Source: an optimization exercise on an open RTL-to-GDS flow (aim: small area). Production flows keep margins and buffers that such runs may drop. Only simulation tests tie the RTL to the original design; equivalence was not proved. Power figures rest on the tool's default switching activity, not on a simulated workload.

## design/flow/config.mk

```make
export PLATFORM = sky130hd
export DESIGN_NAME = wb_regfile
export DESIGN_NICKNAME = wb_regfile
export VERILOG_FILES = /design/flow/design.v
export SDC_FILE = /design/flow/constraint.sdc
export NUM_CORES = 4
export LEC_CHECK = 0
export CAP_MARGIN = 20
export CORE_MARGIN = 2
export CORE_UTILIZATION = 30
export PLACE_DENSITY = 0.45
export SLEW_MARGIN = 20
```

## design/flow/constraint.sdc

```tcl
create_clock -name core_clock -period 6.0 [get_ports {clk}]
set_input_delay 1.2000 -clock core_clock [delete_from_list [all_inputs] [get_ports {clk}]]
set_output_delay 1.2000 -clock core_clock [all_outputs]
set_load 0.01 [all_outputs]
```

## design/flow/design.v

```verilog
module wb_regfile_rd_port (
  input  logic [31:0][31:0] regs,
  input  logic [4:0]        addr,
  input  logic              byp_en,
  input  logic [4:0]        byp_addr,
  input  logic [31:0]       byp_data,
  output logic [31:0]       data
);
  always_comb begin
    data = '0;
    if (byp_en && addr == byp_addr) data = byp_data;
    else if (addr != '0)            data = regs[addr];
  end
endmodule
module wb_regfile #(
  parameter logic [31:0] COUNT_RESET = '0,
  parameter int          NUM_RD      = 2
) (
  input  logic        clk,
  input  logic        rst,
  input  logic        RegWrite,
  input  logic        MemToReg,
  input  logic [31:0] MemAddr,
  input  logic [31:0] MemReadData,
  input  logic [4:0]  RdAddr,
  input  logic [4:0]  RsAddr,
  input  logic [4:0]  RtAddr,
  output logic [31:0] RsData,
  output logic [31:0] RtData,
  output logic [31:0] WbData,
  output logic        WbCommit,
  output logic [31:0] CommitCount,
  output logic [31:0] WrittenMask
);
  logic [31:0][31:0]       regs;
  logic [NUM_RD-1:0][4:0]  rd_addr;
  logic [NUM_RD-1:0][31:0] rd_data;
  assign WbData   = MemToReg ? MemReadData : MemAddr;
  assign WbCommit = RegWrite && (RdAddr != '0);
  assign rd_addr = {RtAddr, RsAddr};
  assign RsData  = rd_data[0];
  assign RtData  = rd_data[1];
  for (genvar p = 0; p < NUM_RD; p++) begin : g_rd
    wb_regfile_rd_port u_rd (
      .regs     (regs),
      .addr     (rd_addr[p]),
      .byp_en   (WbCommit),
      .byp_addr (RdAddr),
      .byp_data (WbData),
      .data     (rd_data[p])
    );
  end
  always_ff @(posedge clk) begin
    if (rst) begin
      regs        <= '0;
      CommitCount <= COUNT_RESET;
      WrittenMask <= '0;
    end else if (WbCommit) begin
      regs[RdAddr]        <= WbData;
      CommitCount         <= CommitCount + 32'd1;
      WrittenMask[RdAddr] <= 1'b1;
    end
  end
endmodule
```

## design/flow/run.sh

```bash
#!/bin/bash
# synth_recipe.tcl (not shown) runs the flow's synth.tcl, then flattens the netlist and writes it again
# the make line also repeats each setting of config.mk as NAME=value (left out here)
make -C /OpenROAD-flow-scripts/flow DESIGN_CONFIG=/design/flow/config.mk WORK_HOME=/design/flow/orfs CLKGATE_MAP_FILE= SYNTH_SCRIPT=/design/flow/synth_recipe.tcl finish
```

==> reports/qor.yml, run 1 <==
power.leakage_nw: 21.3
numCtsBuffers: 131
h-tree-depth: 4
final_cells: 8021
post-route-period-util_pct: 97.2
hold_class: "flop to flop"
syn_inst: 5541
intPower_mw: 13.0
cts_sinks: 1088
synth_cell_types: 65
hold_start: "WrittenMask[10]$_SDFFE_PP0P_"
finalSetupViolations: 0
power_frac_seq_pct: 41.2
startpoint: "RdAddr[0]"
yosys.area.top_type: "dfxtp_1"
fin_crit_ps: 5830
die_y_um: 428
ios: 244
port-buffer-count: 243
antenna_left: 0
critical_path_class: "input port to output pin"
ir_worst_vdd_mv: 0.292
syn_area_per_cell_um2: 9.75
synth_flop_cell: "dfxtp_1"
drt_wl_total_um: 246000
drtPass1Iterations: 7
route.detailed.drc: 0
reg2reg_depth: 5
critPathMaxStageDelay_ps: 560
area_growth_pct: 19.6
grt_overflow_total: 0
ys_seq_area_share_pct: 40.3
crit_required_ps: 4800
cts_tree: "yes"
drv_cap: 0
r2r_start: "CommitCount[9]$_SDFFE_PP0P_"
async_flop_share_pct: 0
fin_setup_tns_ps: 0
critPathCapture: "RsData[3]"
synth_nets: 5627
hold_viol: 0
grt_max_degree: 183
mostFrequentLayoutCells: "nor2_1, dfxtp_1, a211oi_1, mux2i_1, mux4_2"
yosysWarnings: 2
worstMarginPinSlew_ps: 990
dieArea_um2: 184000
ys_seq_elements: 1088
die_x_um: 428
regToRegEndpoint: "CommitCount[31]$_SDFFE_PP0P_"
final_common_cell: "nor2_1"
crit_slowest_cell: "clkdlybuf4s50_1"
slew_viol_final: 0
cp.depth: 14
grt_pass1_vias: 45306
core_area_um2: 179000
clkLatencyLatePin_ps: 780
antenna_found_initial: 4
status: "finished clean"
avgViaCountPerCell: 5.86
sw_frac_of_total_pct: 27.7
synth.top_cell.area_share_pct: 40.3
synth_edf_count: 0
combPwrFrac_pct: 12.8
nNetsFinal: 5654
rsz0062_at_grt: "false"
fmax_mhz: 171
relSlewSlack_pct: 33.8
root_buffer: "clkbuf_16"
drt-initial-drc-count: 4314
initial_core_util_pct: 30.3
fin_skew_ps: 10.9
path_clk_slew_ps: 50
final_layout_size_suffix_gt1_share_pct: 16.9
grt_pass1_wl_um: 350000
clock_path_buffers: 3
power_density_nw_per_um2: 278
pwr-share-clk_pct: 46.0
crit_path_max_fanout: 16
crit_family: "buffers and inverters"
worst_setup_path_start_kind: "input port"
wl_per_cell_um: 30.6
holdBufCountCts: 0
endpoint_kind: "output pin"
path_buf_inv: 6
grt_use_total_pct: 26.0
syn_area_um2: 54000
crit_chain: "clkdlybuf4s50_1 > inv_1 > ha_1 > nor2b_1 > nor2b_1 > ha_1 > inv_2 > nand2_1 > inv_1 > and2_1 > a21boi_4 > buf_4 > a221o_1 > clkdlybuf4s50_1"
num_vias: 47001
num_rows: 155
placedCellCount: 7790
power.switching_mw: 4.98
r2r_setup_slack_ps: 3480
gp_congestion: 0.909
synth_area_leaders: "dfxtp_1, mux4_2, a211oi_1"
cp.arrival_ps: 4630
dp_hpwl_um: 159000
-- cell families (layout without fill, tap and decap cells) --
| logic type | count (synthesis) | count (layout) | synth area share [%] |
|---|---|---|---|
| flops | 1088 | 1088 | 40.3 |
| other cells | 0 | 2 | 0 |
| xor+xnor | 36 | 36 | 0.597 |
| buf+inv | 696 | 819 | 5.14 |
| fa+ha+maj | 3 | 3 | 0.0695 |
| compound gates | 1571 | 1571 | 21.8 |
| mux | 737 | 737 | 21.2 |
| simple gates | 1410 | 1410 | 10.9 |
-- final cells by class --
| type | instances | area (um2) |
|---|---|---|
| timing repair buffer | 544 | 5380 |
| fill | 17730 | 114000 |
| inverter | 46 | 175 |
| clock inverter | 48 | 607 |
| clock buffer | 181 | 3770 |
| multi-input combinational | 3757 | 30000 |
| antenna | 2 | 5.00 |
| sequential | 1088 | 21800 |
| tap | 2355 | 2950 |
-- worst min-delay path, stage by stage (launching register included) --
cell     delay (ps)
dfxtp_1         320
nor2_1           50
nor2_1           60
-- worst min-delay path by stage --
stage | end | slack [ps] | depth (start not counted)
detailed placement | regs[30]$_SDFFE_PP0P_ | 460 | 1
floorplan | regs[30]$_SDFFE_PP0P_ | 430 | 1
global placement | WrittenMask[1]$_SDFFE_PP0P_ | 450 | 2
CTS | regs[30]$_SDFFE_PP0P_ | 470 | 1
global route | regs[1]$_SDFFE_PP0P_ | 490 | 1
finish | WrittenMask[10]$_SDFFE_PP0P_ | 470 | 2
-- power by group through the flow --
stage / Combinational [mW] / Clock [mW] / Sequential, mW
after CTS: 2.27 / 8.41 / 7.41
after global routing: 2.38 / 8.68 / 7.42
final: 2.30 / 8.26 / 7.41
after detailed placement: 2.27 / 0 / 7.57
after global placement: 2.27 / 0 / 7.56
after floorplan: 1.19 / 0 / 7.54
-- sequential cells by signal, summed over array words and instances, names as in the netlist --
name	cells
regs	1024
CommitCount	32
WrittenMask	32
-- through the flow --
step / setup slack (ps) / power (mW) / cell area, um2 / hold slack (ps) / utilization [%]
2_1_floorplan: 884 / 8.73 / 54000 / 433 / -
3_3_place_gp: 219 / 9.83 / 60200 / 452 / 33.7
3_5_place_dp: 222 / 9.83 / 60200 / 459 / 33.7
4_1_cts: 189 / 18.1 / 64600 / 469 / 36.2
5_1_grt: 19.1 / 18.5 / 64600 / 492 / 36.2
6_report: 167 / 18.0 / 64600 / 465 / 36.2
-- routing by layer --
| layer | global-route usage, % | up-vias | wire length, um |
|---|---|---|---|
| met3 | 4.06 | 468 | 13800 |
| met5 | 0 | - | 23 |
| li1 | - | 21075 | - |
| met1 | 33.5 | 23760 | 104000 |
| met2 | 42.6 | 1694 | 116000 |
| met4 | 12.4 | 4 | 12500 |
-- repair_timing --
item,CTS,global route
hold endpoints to repair,0,0
endpoints found under the setup margin,0,6
gates resized for setup,0,2
buffers inserted,0,0
-- synth_stat cells, drive strengths merged (16+ instances only) --
library cell and number:
and2 16, nor4 17, mux2i 410, a221oi 188
o21ai 122, a22oi 260, a211oi 783, o22ai 63
dfxtp 1088, nand2 72, a221o 53, mux4 325
nor3 29, nor2 1134, xnor2 26, clkbuf 473
inv 46, nand3 19, nor3b 35, a21oi 56
nor2b 39, buf 177
==> run 2, diff against run 1 <==
==> design/flow/design.v (replaced) <==
module wb_regfile_aoi3 (
  input  logic [2:0] d,
  input  logic [2:0] s,
  output logic       y
);
  assign y = ~|(d & s);
endmodule
module wb_regfile_comb11 (
  input  logic [10:0] z,
  output logic        y
);
  assign y = ~&z[3:0] | ~&z[7:4] | ~&z[10:8];
endmodule
module wb_regfile_aosel (
  input  logic [31:0] d,
  input  logic [31:0] s,
  output logic        y
);
  logic [10:0] z;
  for (genvar g = 0; g < 10; g++) begin : g_aoi
    wb_regfile_aoi3 u_a (.d(d[3*g +: 3]), .s(s[3*g +: 3]), .y(z[g]));
  end
  assign z[10] = ~|(d[31:30] & s[31:30]);
  wb_regfile_comb11 u_c (.z(z), .y(y));
endmodule
module wb_regfile (
  input  logic        clk,
  input  logic        rst,
  input  logic        RegWrite,
  input  logic        MemToReg,
  input  logic [31:0] MemAddr,
  input  logic [31:0] MemReadData,
  input  logic [4:0]  RdAddr,
  input  logic [4:0]  RsAddr,
  input  logic [4:0]  RtAddr,
  output logic [31:0] RsData,
  output logic [31:0] RtData,
  output logic [31:0] WbData,
  output logic        WbCommit,
  output logic [31:0] CommitCount,
  output logic [31:0] WrittenMask
);
  logic [31:0] regs [1:31];
  logic [31:1] we;
  logic        byp_s, byp_t;
  logic [31:1] sel_s, sel_t;
  assign WbData   = MemToReg ? MemReadData : MemAddr;
  assign WbCommit = RegWrite && (RdAddr != '0);
  assign byp_s = WbCommit && (RsAddr == RdAddr);
  assign byp_t = WbCommit && (RtAddr == RdAddr);
  for (genvar i = 1; i < 32; i++) begin : g_dec
    assign we[i]    = RegWrite && (RdAddr == i);
    assign sel_s[i] = (RsAddr == i) && WrittenMask[i] && !byp_s;
    assign sel_t[i] = (RtAddr == i) && WrittenMask[i] && !byp_t;
  end
  for (genvar b = 0; b < 32; b++) begin : g_rd
    logic [31:0] col;
    assign col[0] = WbData[b];
    for (genvar i = 1; i < 32; i++) begin : g_col
      assign col[i] = regs[i][b];
    end
    wb_regfile_aosel u_s (.d(col), .s({sel_s, byp_s}), .y(RsData[b]));
    wb_regfile_aosel u_t (.d(col), .s({sel_t, byp_t}), .y(RtData[b]));
  end
  for (genvar i = 1; i < 32; i++) begin : g_reg
    always_ff @(posedge clk) begin
      if (we[i]) regs[i] <= WbData;
    end
  end
  always_ff @(posedge clk) begin
    if (rst) begin
      CommitCount <= '0;
      WrittenMask <= '0;
    end else begin
      CommitCount <= CommitCount + {31'd0, WbCommit};
      WrittenMask <= WrittenMask | {we, 1'b0};
    end
  end
endmodule
--- a/design/flow/config.mk
+++ b/design/flow/config.mk
@@ -7,6 +7,8 @@
 export LEC_CHECK = 0
 export CAP_MARGIN = 20
 export CORE_MARGIN = 2
-export CORE_UTILIZATION = 30
-export PLACE_DENSITY = 0.45
+export CORE_UTILIZATION = 50
+export PLACE_DENSITY = 0.6
 export SLEW_MARGIN = 20
+export SYNTH_HIERARCHICAL = 1
+export SYNTH_MINIMUM_KEEP_SIZE = 0
==> run 2 against run 1 <==
Effect of this change:
- now fails the layout checks on negative setup slack
- sequential share of layout area up 22 points
- fmax down 3.8%
- critical endpoint is now RtData[9]
- die area down 52%
- largest cell class is now sequential cells
==> reports/qor.yml, run 2 <==
yosys.area.top_type: "edfxtp_1"
crit_slowest_cell: "clkdlybuf4s50_1"
grt_pass1_wl_um: 242000
so_faults: "negative setup slack"
root_buffer: "clkbuf_16"
critPathMaxStageDelay_ps: 510
final_common_cell: "edfxtp_1"
grt_use_total_pct: 39.2
syn_inst: 2530
clkLatencyLatePin_ps: 700
slew_viol_final: 0
reg_top3: "regs x992, CommitCount x32, WrittenMask x31"
critical_path_class: "input port to output pin"
antenna_found_initial: 2
gp_congestion: 0.944
num_rows: 107
power.leakage_nw: 18.3
grt_max_degree: 65
rsz0062_at_grt: "true"
mostFrequentLayoutCells: "edfxtp_1, a222oi_1, buf_4, clkdlybuf4s50_1, nand4_1"
num_vias: 34136
fmax_mhz: 165
path_clk_slew_ps: 60
worst_slack_ps: -61.7
regMostFlops: "regs"
synth_cell_types: 45
ir_worst_vdd_mv: 0.275
largest_reg_flops: 992
cp.arrival_ps: 4860
cts_tree: "yes"
crit_path_max_fanout: 27
synth_nets: 2616
cp_common_cell: "buf_12"
synth_flop_cell: "edfxtp_1"
synth.most_common_cell: "edfxtp_1"
drv_cap: 0
drt-initial-drc-count: 8171
dp_hpwl_um: 112000
crit_chain: "clkdlybuf4s50_1 > buf_4 > xor2_1 > nor4_4 > buf_4 > buf_12 > buf_12 > nor4_4 > buf_12 > a222oi_1 > nand3_2 > or3_4 > clkdlybuf4s50_1"
route.detailed.drc: 0
crit_family: "buffers and inverters"
hold_class: "flop to flop"
fin_setup_tns_ps: -61.7
ys_seq_elements: 1055
synth_area_leaders: "edfxtp_1, a222oi_1, dfxtp_1"
synthTopCellsByCount: "edfxtp_1, a222oi_1, nand4_1"
grt_pass1_vias: 33271
synth_edf_count: 992
core_area_um2: 85000
h-tree-depth: 3
cts_sinks: 1055
die_x_um: 297
wl_per_cell_um: 39.2
hold_viol: 0
relSlewSlack_pct: 16.5
power_density_nw_per_um2: 279
area_growth_pct: 29.7
initial_core_util_pct: 50.4
antenna_left: 0
syn_area_per_cell_um2: 16.9
avgViaCountPerCell: 7.64
status: "failed layout checks"
multi_input_area_um2: 12500
numCtsBuffers: 107
holdWs_ps: 479
endpoint_kind: "output pin"
yosysWarnings: 8
async_flop_share_pct: 0
ios: 244
die_y_um: 297
holdBufCountCts: 0
drtPass1Iterations: 13
post-route-period-util_pct: 101
synth.top_cell.area_share_pct: 69.6
finalSetupViolations: 1
n_fill_cell: 5975
fin_crit_ps: 6060
drt_wl_total_um: 175000
fin_area_um2: 55500
worstMarginPinSlew_ps: 1250
dieArea_um2: 88000
fin_skew_ps: 22.2
final_layout_size_suffix_gt1_share_pct: 25.0
placedCellCount: 4185
port-buffer-count: 242
syn_area_um2: 42800
path_buf_inv: 7
regArea_um2: 31000
grt_overflow_total: 0
worst_setup_path_start_kind: "input port"
nNetsFinal: 3315
final_cells: 4468
placed_cell_area_um2: 50900
clock_path_buffers: 3
crit_required_ps: 4800
ys_seq_area_share_pct: 72.5
fin_util_pct: 65.3
[run 2: cell count changes after synthesis, sizes merged, moves of 410 or more]
| cell | change |
|---|---|
| a222oi | +640 |
| a211oi | -783 |
| nor2 | -1023 |
| edfxtp | +992 |
| dfxtp | -1025 |
| mux2i | -410 |
| clkbuf | -445 |
[run 2: worst paths after layout]
check / start / to / slack, ps / cells past startpoint
setup reg to reg: CommitCount[16]$_SDFF_PP0_ / CommitCount[29]$_SDFF_PP0_ / 3750 / 4
hold reg to reg: CommitCount[31]$_SDFF_PP0_ / CommitCount[31]$_SDFF_PP0_ / 480 / 2
hold / removal: CommitCount[31]$_SDFF_PP0_ / CommitCount[31]$_SDFF_PP0_ / 480 / 2
setup / recovery: RdAddr[0] / RtData[9] / -60 / 13
[run 2: Yosys stat by module, one instance, submodules excluded]
module             cells  cell area (um2)
wb_regfile_aoi3        1             10.0
wb_regfile_aosel       1             12.5
wb_regfile_comb11      4             23.8
wb_regfile          1570            34100
[run 2: where the power goes]
| part | internal (mW) | switching, mW |
|---|---|---|
| Clock | 3.74 | 2.87 |
| Combinational | 0.193 | 0.448 |
| Sequential | 8.20 | 0.0517 |
[run 2: layer usage]
metal  GRT usage [%]  part of all wire [%]  vias to the layer above
met4            28.5                   8.4                        0
met2            58.3                    44                     3050
met5          0.0554                     0                        -
met1            50.5                    35                    16982
met3            9.46                    13                      605
li1                -                     -                    13499
[run 2: area by class of cell]
cell class | instances | area share [%]
inverter | 4 | 0.0270
timing repair buffer | 671 | 12.7
sequential | 1055 | 55.9
clock inverter | 55 | 0.809
tap | 1144 | 2.58
antenna | 2 | 0.00901
multi-input combinational | 1390 | 22.5
clock buffer | 147 | 5.43
[run 2: cells by family (layout without fill, tap and decap cells)]
kind of cell,after synthesis,after routing,synth area share (%)
compound gates,741,741,17.4
xor+xnor,21,21,0.430
fa+ha+maj,3,3,0.0877
buf+inv,86,877,1.14
mux,33,33,0.868
simple gates,590,591,7.52
flops,1055,1055,72.5
other cells,1,3,0.00876
[run 2: timing repair]
action / 4_1_cts / 5_1_grt
gates cloned: 5 / 3
buffers inserted: 49 / 23
pin swaps: 115 / 91
endpoints found under the hold margin: 0 / 0
resized for setup: 82 / 73
endpoints found under the setup margin: 64 / 57
[run 2: through the flow]
stage | worst slack, ps | total power, mW
after global routing | -120 | 15.8
after CTS | -96.0 | 15.5
final | -61.7 | 15.5
after detailed placement | -441 | 9.02
after floorplan | 20.3 | 8.63
after global placement | -513 | 9.00
[run 2: worst min-delay path, cell delays in order (launching register included)]
cell,delay (ps)
dfxtp_1,320
o31ai_1,60
a21oi_1,50
==> run 3, diff against run 2 <==
--- a/design/flow/design.v
+++ b/design/flow/design.v
@@ -1,6 +1,13 @@
 module wb_regfile_aoi3 (
   input  logic [2:0] d,
   input  logic [2:0] s,
+  output logic       y
+);
+  assign y = ~|(d & s);
+endmodule
+module wb_regfile_aoi2 (
+  input  logic [1:0] d,
+  input  logic [1:0] s,
   output logic       y
 );
   assign y = ~|(d & s);
@@ -20,7 +27,7 @@
   for (genvar g = 0; g < 10; g++) begin : g_aoi
     wb_regfile_aoi3 u_a (.d(d[3*g +: 3]), .s(s[3*g +: 3]), .y(z[g]));
   end
-  assign z[10] = ~|(d[31:30] & s[31:30]);
+  wb_regfile_aoi2 u_a2 (.d(d[31:30]), .s(s[31:30]), .y(z[10]));
   wb_regfile_comb11 u_c (.z(z), .y(y));
 endmodule
 module wb_regfile (
@@ -44,14 +51,15 @@
   logic [31:1] we;
   logic        byp_s, byp_t;
   logic [31:1] sel_s, sel_t;
+  logic [32:0] ones;
   assign WbData   = MemToReg ? MemReadData : MemAddr;
   assign WbCommit = RegWrite && (RdAddr != '0);
   assign byp_s = WbCommit && (RsAddr == RdAddr);
   assign byp_t = WbCommit && (RtAddr == RdAddr);
   for (genvar i = 1; i < 32; i++) begin : g_dec
     assign we[i]    = RegWrite && (RdAddr == i);
-    assign sel_s[i] = (RsAddr == i) && WrittenMask[i] && !byp_s;
-    assign sel_t[i] = (RtAddr == i) && WrittenMask[i] && !byp_t;
+    assign sel_s[i] = (RsAddr == i) && WrittenMask[i] && !we[i];
+    assign sel_t[i] = (RtAddr == i) && WrittenMask[i] && !we[i];
   end
   for (genvar b = 0; b < 32; b++) begin : g_rd
     logic [31:0] col;
@@ -67,12 +75,16 @@
       if (we[i]) regs[i] <= WbData;
     end
   end
+  assign ones[0] = 1'b1;
+  for (genvar i = 0; i < 32; i++) begin : g_cnt
+    assign ones[i+1] = ones[i] & CommitCount[i];
+  end
   always_ff @(posedge clk) begin
     if (rst) begin
       CommitCount <= '0;
       WrittenMask <= '0;
     end else begin
-      CommitCount <= CommitCount + {31'd0, WbCommit};
+      CommitCount <= CommitCount ^ (ones[31:0] & {32{WbCommit}});
       WrittenMask <= WrittenMask | {we, 1'b0};
     end
   end
==> design/flow/flow/run.sh (new file) <==
#!/bin/bash
# The standard layout (standard.sh), with two settings changed:
#  - ports are buffered with buf_1 instead of ORFS's default pick, a slow
#    clkdlybuf4s50 delay cell;
#  - clock tree: clkbuf_16 only, sink clusters of up to 30 flops within
#    80 um, and no dummy loads.
# ORFS writes each step's full log under orfs/logs/; make's output goes to
# standard.log.
set -euo pipefail
export BUFFER_PORTS_ARGS="-buffer_cell sky130_fd_sc_hd__buf_1"
export CTS_ARGS="-sink_clustering_enable -repair_clock_nets -dont_use_dummy_load -buf_list sky130_fd_sc_hd__clkbuf_16 -sink_clustering_size 30 -sink_clustering_max_diameter 80"
bash ./standard.sh > standard.log 2>&1
==> design/flow/standard.sh (new file) <==
#!/bin/bash
# synth_recipe.tcl (not shown) runs the flow's synth.tcl, then flattens the netlist and writes it again
# the make line also repeats each setting of config.mk as NAME=value (left out here)
make -C /OpenROAD-flow-scripts/flow DESIGN_CONFIG=/design/flow/config.mk WORK_HOME=/design/flow/orfs CLKGATE_MAP_FILE= SYNTH_SCRIPT=/design/flow/synth_recipe.tcl "${@:-finish}"
removed: design/flow/run.sh
==> run 3 against run 2 <==
Effect of this change:
- the run now finishes clean
- combinational power shrank 13%
- area after synthesis is 0.40% lower
- die area shrank 0.40%
- cell area fell by 14%
- cell count decreased by 9.9%
- clock-buffer cell count is 99 lower
- critical path depth down 2
- wire length is 0.95% higher
- sequential power about the same
- via count is 4.3% lower
- first-iteration DRC count shrank 2.2%
- critical endpoint is now RsData[12]
- highest routed layer is now met5
==> reports/qor.yml, run 3 <==
fin_area_um2: 47800
holdWs_ps: 519
reg2reg_depth: 5
async_flop_share_pct: 0
power.leakage_nw: 14.5
n_fill_cell: 6802
placedCellCount: 3974
fmax_mhz: 173
synth_edf_count: 992
drt-initial-drc-count: 7995
synth_cell_types: 43
synth_nets: 2584
synth.most_common_cell: "edfxtp_1"
ys_seq_area_share_pct: 72.8
mostFrequentLayoutCells: "edfxtp_1, a222oi_1, buf_1, nand4_1, buf_4"
syn_area_um2: 42600
die_x_um: 296
placed_cell_area_um2: 46500
hold_start: "WrittenMask[17]$_SDFF_PP0_"
crit_path_max_fanout: 32
status: "finished clean"
fin_crit_ps: 5770
dp_hpwl_um: 107000
yosysWarnings: 8
crit_chain: "buf_1 > nor2b_1 > nand2_1 > buf_4 > o21ai_0 > nor4_2 > buf_4 > a222oi_1 > nand4_1 > or3_1 > buf_1"
critPathMaxStageDelay_ps: 550
avgViaCountPerCell: 8.11
area_growth_pct: 12.0
hold_path_end: "WrittenMask[17]$_SDFF_PP0_"
r2r_setup_slack_ps: 3800
holdBufCountCts: 0
postCtsSetupRepairBufs: 0
final_layout_size_suffix_gt1_share_pct: 14.5
drtPass1Iterations: 14
syn_area_per_cell_um2: 17.1
ys_seq_elements: 1055
initial_core_util_pct: 50.2
cp.arrival_ps: 4570
clock_path_buffers: 3
fin_setup_tns_ps: 0
min_path_cells: 2
hold_class: "flop to flop"
synth.top_cell.area_share_pct: 69.9
post-route-period-util_pct: 96.1
critical_path_class: "input port to output pin"
rsz0062_at_grt: "false"
drv_cap: 0
multi_input_area_um2: 11800
fin_skew_ps: 26.6
core_area_um2: 84900
numCtsBuffers: 48
regMostFlops: "regs"
wl_per_cell_um: 43.9
drt_wl_total_um: 177000
yosys.area.top_type: "edfxtp_1"
final_common_cell: "edfxtp_1"
grt_use_total_pct: 39.5
clkLatencyLatePin_ps: 640
synthTopCellsByCount: "edfxtp_1, a222oi_1, nand4_1"
antenna_left: 0
r2r_start: "CommitCount[14]$_SDFF_PP0_"
dp_worst_setup_slack_ps: 391
cts_tree: "yes"
ir_worst_vdd_mv: 0.202
largest_reg_flops: 992
worstMarginPinSlew_ps: 1300
slew_viol_final: 0
nNetsFinal: 2966
port-buffer-count: 242
grt_pass1_vias: 31494
crit_required_ps: 4800
regToRegEndpoint: "CommitCount[21]$_SDFF_PP0_"
worst_slack_ps: 234
num_vias: 32678
route.detailed.drc: 0
relSlewSlack_pct: 13.0
regArea_um2: 31000
antenna_found_initial: 7
finalSetupViolations: 0
hold_viol: 0
cts_resized: 0
worst_setup_path_start_kind: "input port"
path_clk_slew_ps: 50
die_y_um: 296
num_rows: 107
ios: 244
root_buffer: "clkbuf_16"
gp_congestion: 0.950
grt_overflow_total: 0
endpoint_kind: "output pin"
crit_slowest_cell: "or3_1"
reg_top3: "regs x992, CommitCount x32, WrittenMask x31"
synth_area_leaders: "edfxtp_1, a222oi_1, dfxtp_1"
grt_pass1_wl_um: 239000
dieArea_um2: 87600
synth_flop_cell: "edfxtp_1"
h-tree-depth: 2
fin_util_pct: 56.3
final_cells: 4027
grt_max_degree: 37
power_mw: 12.4
cts_sinks: 1055
power_density_nw_per_um2: 260
syn_inst: 2500
## run 3: cell types whose count changed in the layout (fill, tap and decap cells not counted), moves of 37 or more
cell	delta
nor3_2	+37
buf_1	+240
clkbuf_16	-69
buf_12	-87
nand2_1	-39
buf_4	-156
nor4_4	-48
clkdlybuf4s50_1	-172
## run 3: per-layer routing
| metal | up-vias | part of all wire, % | global-route usage [%] |
|---|---|---|---|
| li1 | 12596 | - | - |
| met1 | 16353 | 34 | 52.6 |
| met2 | 3213 | 42 | 55.8 |
| met3 | 508 | 17 | 13.2 |
| met4 | 8 | 7.4 | 24.6 |
| met5 | - | 0.058 | 0.554 |
## run 3: cell families after synthesis
logic type               Yosys count  share of synthesized area [%]
AO/OA/AOI/OAI                    744                           17.5
XOR/XNOR                          35                          0.719
other                              1                        0.00880
flip-flops                      1055                           72.8
multiplexers                      34                          0.898
AND/OR/NAND/NOR                  559                           7.14
adder cells (fa/ha/maj)            1                         0.0293
buffers and inverters             71                          0.933
## run 3: worst max-delay path by stage
stage          slack (ps)       from         end  depth (start not counted)
2_1_floorplan        -140  RdAddr[3]   RtData[0]                          8
3_3_place_gp          430   RegWrite  RtData[28]                         11
3_5_place_dp          390  RdAddr[1]  RtData[28]                         11
4_1_cts               390   RegWrite  RtData[28]                         11
5_1_grt                80   RegWrite  RtData[28]                         11
6_report              230  RdAddr[1]  RsData[12]                         11
## run 3: worst max-delay path: cells and delay by family
| family | cells | cell delay [ps] |
|---|---|---|
| AOI/OAI and AO/OA | 2 | 860 |
| buffers and inverters | 4 | 1150 |
| and+or+nand+nor | 5 | 1330 |
## run 3: per-module statistics from Yosys (local to each module, per instance), excerpt
module,cells inside,copies in the design,area (um2),flops+latches
wb_regfile,1540,1,33900,1055
wb_regfile_comb11,4,64,23.8,0
wb_regfile_aoi2,1,64,12.5,0
wb_regfile_aoi3,1,640,10.0,0
## run 3: layout make-up
cell class	instances	share of cell area, %
inverters	5	0.0393
multi-input cells	1374	24.7
diodes	3	0.0157
well taps	1144	3.00
flip-flops and latches	1055	65.0
clock buffers	48	2.51
repair buffers	398	4.76
## run 3: power by group
part	total, mW	switching [mW]	internal (mW)
Combinational	0.555	0.452	0.103
Sequential	8.23	0.0503	8.18
Clock	3.64	2.20	1.43
Total	12.4	2.70	9.72
==> run 4, diff against run 3 <==
--- a/design/flow/design.v
+++ b/design/flow/design.v
@@ -1,13 +1,6 @@
 module wb_regfile_aoi3 (
   input  logic [2:0] d,
   input  logic [2:0] s,
-  output logic       y
-);
-  assign y = ~|(d & s);
-endmodule
-module wb_regfile_aoi2 (
-  input  logic [1:0] d,
-  input  logic [1:0] s,
   output logic       y
 );
   assign y = ~|(d & s);
@@ -19,15 +12,14 @@
   assign y = ~&z[3:0] | ~&z[7:4] | ~&z[10:8];
 endmodule
 module wb_regfile_aosel (
-  input  logic [31:0] d,
-  input  logic [31:0] s,
+  input  logic [32:0] d,
+  input  logic [32:0] s,
   output logic        y
 );
   logic [10:0] z;
-  for (genvar g = 0; g < 10; g++) begin : g_aoi
+  for (genvar g = 0; g < 11; g++) begin : g_aoi
     wb_regfile_aoi3 u_a (.d(d[3*g +: 3]), .s(s[3*g +: 3]), .y(z[g]));
   end
-  wb_regfile_aoi2 u_a2 (.d(d[31:30]), .s(s[31:30]), .y(z[10]));
   wb_regfile_comb11 u_c (.z(z), .y(y));
 endmodule
 module wb_regfile (
@@ -62,13 +54,14 @@
     assign sel_t[i] = (RtAddr == i) && WrittenMask[i] && !we[i];
   end
   for (genvar b = 0; b < 32; b++) begin : g_rd
-    logic [31:0] col;
-    assign col[0] = WbData[b];
+    logic [32:0] col;
+    assign col[0] = MemAddr[b];
+    assign col[1] = MemReadData[b];
     for (genvar i = 1; i < 32; i++) begin : g_col
-      assign col[i] = regs[i][b];
+      assign col[i+1] = regs[i][b];
     end
-    wb_regfile_aosel u_s (.d(col), .s({sel_s, byp_s}), .y(RsData[b]));
-    wb_regfile_aosel u_t (.d(col), .s({sel_t, byp_t}), .y(RtData[b]));
+    wb_regfile_aosel u_s (.d(col), .s({sel_s, byp_s && MemToReg, byp_s && !MemToReg}), .y(RsData[b]));
+    wb_regfile_aosel u_t (.d(col), .s({sel_t, byp_t && MemToReg, byp_t && !MemToReg}), .y(RtData[b]));
   end
   for (genvar i = 1; i < 32; i++) begin : g_reg
     always_ff @(posedge clk) begin
==> run 4 against run 3 <==
Effect of this change:
- clock skew increased by 8.9 ps
- sequential cell count did not move
- area after synthesis fell by 0.92%
- largest cell class unchanged
- non-clock buffer count up 13
==> reports/qor.yml, run 4 <==
status: "finished clean"
synth.top_cell.area_share_pct: 70.5
post-route-period-util_pct: 98.2
critical_path_class: "input port to output pin"
cts_tree: "yes"
die_x_um: 295
final_layout_size_suffix_gt1_share_pct: 12.8
drt-initial-drc-count: 8875
regMostFlops: "regs"
critPathMaxStageDelay_ps: 1060
crit_required_ps: 4800
ys_seq_area_share_pct: 73.5
fmax_mhz: 170
syn_area_um2: 42200
synth_flop_cell: "edfxtp_1"
h-tree-depth: 2
crit_slowest_cell: "nor2_4"
largest_reg_flops: 992
path_buf_inv: 2
reg_top3: "regs x992, CommitCount x32, WrittenMask x31"
cp.arrival_ps: 4690
grt_use_total_pct: 40.8
fin_util_pct: 57.0
port-buffer-count: 242
synthTopCellsByCount: "edfxtp_1, a222oi_1, nand4_1"
grt_max_degree: 66
fin_setup_tns_ps: 0
wl_per_cell_um: 44.2
synth_edf_count: 992
syn_area_per_cell_um2: 17.1
cp.depth: 9
finalSetupViolations: 0
num_rows: 106
die_y_um: 295
crit_family: "simple AND/OR/NAND/NOR gates"
fin_skew_ps: 35.5
mostFrequentLayoutCells: "edfxtp_1, a222oi_1, buf_1, buf_4, nand4_1"
grt_pass1_vias: 32388
clock_path_buffers: 3
holdBufCountCts: 0
area_growth_pct: 13.0
antenna_left: 0
dp_hpwl_um: 112000
avgViaCountPerCell: 8.26
rsz0062_at_grt: "false"
grt_pass1_wl_um: 247000
slew_viol_final: 0
crit_chain: "buf_1 > xor2_1 > nor3_1 > nand4_1 > nor2_4 > a222oi_1 > nand4_1 > or3_1 > buf_1"
hold_viol: 0
yosys.area.top_type: "edfxtp_1"
synth_cell_types: 38
fin_crit_ps: 5890
worstMarginPinSlew_ps: 1260
numCtsBuffers: 48
async_flop_share_pct: 0
endpoint_kind: "output pin"
power_density_nw_per_um2: 259
synth_nets: 2557
final_common_cell: "edfxtp_1"
route.detailed.drc: 0
clkLatencyLatePin_ps: 620
hold_class: "flop to flop"
root_buffer: "clkbuf_16"
ir_worst_vdd_mv: 0.272
relSlewSlack_pct: 15.5
cts_resized: 0
reg2reg_depth: 5
num_vias: 33437
dieArea_um2: 86800
ys_seq_elements: 1055
syn_inst: 2473
min_path_cells: 2
yosysWarnings: 8
drt_wl_total_um: 179000
postCtsSetupRepairBufs: 0
synth.most_common_cell: "edfxtp_1"
antenna_found_initial: 34
core_area_um2: 83700
grt_overflow_total: 0
cts_sinks: 1055
ios: 244
synth_area_leaders: "edfxtp_1, a222oi_1, dfxtp_1"
initial_core_util_pct: 50.5
nNetsFinal: 2984
gp_congestion: 0.972
crit_path_max_fanout: 25
power.leakage_nw: 14.5
n_fill_cell: 6562
path_clk_slew_ps: 70
worst_setup_path_start_kind: "input port"
drtPass1Iterations: 13
drv_cap: 0
==> run 4: changes by cell type in the layout (fill, tap and decap cells not counted), sizes merged <==
cell and delta:
xor2 +2, nand4 +2, a222oi +64, diode +15, inv +1, xnor2 -2
a22oi -64, nor2 +4, buf +13, nand3 -2, nor3 +2, nor4 -2
==> run 4: final cells by class <==
class	instances	area (um2)	area share [%]
antenna	18	45.0	0.0944
multi-input combinational	1378	11600	24.4
tap	1134	1420	2.97
sequential	1055	31000	65.1
clock buffer	48	1200	2.52
timing repair buffer	411	2370	4.96
inverter	6	22.5	0.0472
==> run 4: path summary, 6_finish.rpt <==
kind	start	end	slack (ps)
worst max-delay path	RsAddr[4]	RsData[14]	110
worst min-delay path	WrittenMask[5]$_SDFF_PP0_	WrittenMask[5]$_SDFF_PP0_	540
worst max register to register	CommitCount[2]$_SDFF_PP0_	CommitCount[31]$_SDFF_PP0_	3790
worst min register to register	WrittenMask[5]$_SDFF_PP0_	WrittenMask[5]$_SDFF_PP0_	540
==> run 4: kinds of logic after synthesis <==
kind of cell,Yosys count,synth area share [%]
flops,1055,73.5
compound gates,744,17.2
simple gates,563,7.23
buf+inv,40,0.376
xor+xnor,35,0.726
mux,34,0.906
fa+ha+maj,1,0.0296
other cells,1,0.00888
==> run 4: power breakdown <==
part	leakage, nW	internal, mW	switching, mW
Combinational	4.51	0.0888	0.403
Clock	0.592	1.43	2.19
Sequential	9.44	8.18	0.0471
==> run 4: modules after synthesis, one instance, submodules excluded, excerpt <==
module	flops+latches	copies in the design
wb_regfile_comb11	0	64
wb_regfile_aoi3	0	704
wb_regfile	1055	1
==> run 4: per-layer routing <==
layer / wire length (um) / track usage [%] / share of wire (%) / up-vias
met2: 78600 / 60.9 / 44 / 3288
met5: 251 / 0.170 / 0.14 / -
met4: 10300 / 20.5 / 5.8 / 36
li1: - / - / - / 12783
met1: 59900 / 51.3 / 33 / 16679
met3: 29800 / 16.6 / 17 / 651
==> run 4: worst reg2reg max path, delay by kind of cell, from the launching register on <==
family	cells	cell delay, ps
flip-flops	1	500
multiplexers	1	300
AND/OR/NAND/NOR	4	1350
==> run 4: metrics by stage <==
step,cells,setup slack [ps],instance area (um2),hold WS [ps],total power [mW]
after floorplan,2473,33.4,42200,513,8.59
after detailed placement,3983,418,46500,519,8.87
after CTS,4031,408,47700,536,12.3
after global placement,3981,429,46400,510,8.85
final,4050,107,47700,535,12.4
after global routing,4036,114,47700,564,12.6
==> run 5, diff against run 4 <==
--- a/design/flow/config.mk
+++ b/design/flow/config.mk
@@ -7,8 +7,8 @@
 export LEC_CHECK = 0
 export CAP_MARGIN = 20
 export CORE_MARGIN = 2
-export CORE_UTILIZATION = 50
-export PLACE_DENSITY = 0.6
+export CORE_UTILIZATION = 60
+export PLACE_DENSITY = 0.75
 export SLEW_MARGIN = 20
 export SYNTH_HIERARCHICAL = 1
 export SYNTH_MINIMUM_KEEP_SIZE = 0
==> run 5 against run 4 <==
Effect of this change:
- still clean on timing, DRC and antenna
- synthesized cell count did not move
- critical path depth rose by 2
- worst hold slack got worse by 11 ps
- sequential cell count did not move
- clock skew fell by 12 ps
- cell count fell by 5.4%
- wire length fell by 2.3%
- die area fell by 16%
- global-route usage rose by 6.1 points
- via count rose by 3.9%
- worst setup slack improved by 160 ps
- total power fell by 1.4%
- largest power group unchanged
- highest routed layer unchanged
==> reports/qor.yml, run 5 <==
status: "finished clean"
path_clk_slew_ps: 100
avgViaCountPerCell: 9.07
cts_resized: 0
postCtsSetupRepairBufs: 0
largest_reg_flops: 992
drtPass1Iterations: 17
root_buffer: "clkbuf_16"
antenna_found_initial: 22
power.leakage_nw: 14.4
clock_path_buffers: 3
grt_pass1_wl_um: 241000
slew_viol_final: 0
holdBufCountCts: 0
synth_cell_types: 38
critical_path_class: "input port to output pin"
dieArea_um2: 72500
reg_top3: "regs x992, CommitCount x32, WrittenMask x31"
mostFrequentLayoutCells: "edfxtp_1, a222oi_1, buf_1, nand4_1, buf_4"
synth_area_leaders: "edfxtp_1, a222oi_1, dfxtp_1"
yosysWarnings: 8
startpoint: "RdAddr[3]"
ir_worst_vdd_mv: 0.326
hold_class: "flop to flop"
grt_max_degree: 66
drt_wl_total_um: 175000
synth_edf_count: 992
power_density_nw_per_um2: 257
final_layout_size_suffix_gt1_share_pct: 12.0
crit_path_max_fanout: 15
num_vias: 34743
synth_flop_cell: "edfxtp_1"
use_met1_pct: 56.8
cts_sinks: 1055
port-buffer-count: 242
area_growth_pct: 12.1
grt_pass1_vias: 33480
drt-initial-drc-count: 10141
async_flop_share_pct: 0
initial_core_util_pct: 60.4
yosys.area.top_type: "edfxtp_1"
drv_cap: 0
core_area_um2: 69900
rsz0062_at_grt: "false"
fmax_mhz: 175
ys_seq_area_share_pct: 73.5
syn_area_per_cell_um2: 17.1
ys_seq_elements: 1055
die_y_um: 269
h-tree-depth: 2
cp.arrival_ps: 4530
wl_per_cell_um: 45.6
synth.most_common_cell: "edfxtp_1"
numCtsBuffers: 44
hold_start: "WrittenMask[14]$_SDFF_PP0_"
finalSetupViolations: 0
gp_congestion: 0.983
regMostFlops: "regs"
route.detailed.drc: 0
syn_area_um2: 42200
gr-usage-met3_pct: 24.5
die_x_um: 269
r2r_start: "CommitCount[14]$_SDFF_PP0_"
clkLatencyLatePin_ps: 590
dp_hpwl_um: 103000
fin_setup_tns_ps: 0
endpoint_kind: "output pin"
post-route-period-util_pct: 95.5
ios: 244
n_fill_cell: 4784
nNetsFinal: 2958
antenna_left: 0
synth_nets: 2557
syn_inst: 2473
hold_viol: 0
cts_tree: "yes"
num_rows: 97
crit_required_ps: 4800
grt_use_total_pct: 46.8
fin_util_pct: 67.7
grt_overflow_total: 0
fin_crit_ps: 5730
final_common_cell: "edfxtp_1"
worst_setup_path_start_kind: "input port"
relSlewSlack_pct: 17.6
synth.top_cell.area_share_pct: 70.5
met2_usage_pct: 65.7
worstMarginPinSlew_ps: 1230
synthTopCellsByCount: "edfxtp_1, a222oi_1, nand4_1"
fin_skew_ps: 23.9
grt_busiest_layer: "met2"
-- run 5: cell counts after synthesis --
Identical to the previous run, type by type.
-- run 5: area by class of cell --
| type | count | area (um2) | area share, % |
|---|---|---|---|
| Antenna cell | 19 | 47.5 | 0.100 |
| Clock buffer | 44 | 1100 | 2.33 |
| Inverter | 6 | 22.5 | 0.0476 |
| Multi-Input combinational cell | 1378 | 11600 | 24.6 |
| Sequential cell | 1055 | 31000 | 65.6 |
| Tap cell | 940 | 1180 | 2.48 |
| Timing Repair Buffer | 389 | 2310 | 4.88 |
-- run 5: power by group --
| group | internal, mW | leakage (nW) | switching, mW | total, mW |
|---|---|---|---|---|
| clock | 1.32 | 0.542 | 2.15 | 3.47 |
| combinational | 0.0850 | 4.43 | 0.384 | 0.469 |
| sequential | 8.19 | 9.44 | 0.0489 | 8.23 |
| total | 9.59 | 14.4 | 2.58 | 12.2 |
-- run 5: worst max-delay path, stage by stage --
cell and delay [ps]:
buf_1 430, nor2b_1 260, nand3_1 130, buf_4 240
o21ai_0 320, nor3_2 140, buf_4 240, a222oi_1 470
nand4_1 430, or3_1 480, buf_1 160
-- run 5: path summary, 6_finish.rpt --
| kind | end | slack (ps) | depth (start not counted) |
|---|---|---|---|
| worst min register to register | WrittenMask[14]$_SDFF_PP0_ | 520 | 2 |
| worst min-delay path | WrittenMask[14]$_SDFF_PP0_ | 520 | 2 |
| worst max register to register | CommitCount[21]$_SDFF_PP0_ | 3680 | 5 |
| worst max-delay path | RtData[20] | 270 | 11 |
-- run 5: through the flow --
step | hold WS [ps] | setup slack, ps | total power [mW] | area [um2] | cells
detailed placement | 506 | 431 | 8.84 | 46100 | 3764
finish | 524 | 272 | 12.2 | 47300 | 3831
global route | 557 | 192 | 12.4 | 47300 | 3820
CTS | 522 | 429 | 12.1 | 47200 | 3808
global placement | 491 | 426 | 8.82 | 46100 | 3763
floorplan | 513 | 33.4 | 8.59 | 42200 | 2473
-- run 5: layer usage --
| layer | vias to the layer above | wire length, um |
|---|---|---|
| met3 | 1108 | 37400 |
| met2 | 4412 | 71600 |
| met5 | - | 117 |
| li1 | 12730 | - |
| met1 | 16475 | 50400 |
| met4 | 18 | 15300 |
-- run 5: kinds of logic after synthesis --
| group | count (synthesis) | synth area share [%] |
|---|---|---|
| flip-flops | 1055 | 73.5 |
| XOR/XNOR | 35 | 0.726 |
| adder cells (fa/ha/maj) | 1 | 0.0296 |
| AND/OR/NAND/NOR | 563 | 7.23 |
| multiplexers | 34 | 0.906 |
| buffers and inverters | 40 | 0.376 |
| AO/OA/AOI/OAI | 744 | 17.2 |
| other | 1 | 0.00888 |
-- run 5: modules after synthesis (local to each module, per instance), a selection --
module / times used / cells
wb_regfile_comb11: 64 / 4
wb_regfile_aoi3: 704 / 1
wb_regfile: 1 / 1513

[afterwards: timing with drivers on the ports]
How much do the figures lean on ideal ports? The routed layouts below were timed once more, with nothing changed but the port constraints.
Step 1, drivers: a clkbuf_16 drives clk and a buf_2 each remaining input, both assumed.
Step 2 times the ports against the registers' clock, not the clock port: input delays grow and output delays shrink by t, the midpoint of the rising clock arrivals with the driver on.
a / b / c = no drivers / after step 1 / after step 2; a / b = the first two.
run | t (ns) | slack for setup (ns) | worst hold slack (ns) | worst data-port slew with drivers (ns)
run 1 | 0.861 | 0.167 / 0.144 / 0.144 | 0.465 / 0.465 / 0.465 | 0.11
run 2 | 0.759 | -0.062 / -0.084 / -0.084 | 0.479 / 0.479 / 0.479 | 0.04
run 3 | 0.711 | 0.234 / 0.203 / 0.203 | 0.519 / 0.519 / 0.519 | 0.26
run 4 | 0.698 | 0.107 / 0.067 / 0.067 | 0.535 / 0.535 / 0.535 | 0.23
run 5 | 0.687 | 0.272 / 0.234 / 0.234 | 0.524 / 0.524 / 0.524 | 0.23
For run 4, which loses most, drivers alone change the setup slack by -0.040 ns; drivers and shift together by -0.040 ns.
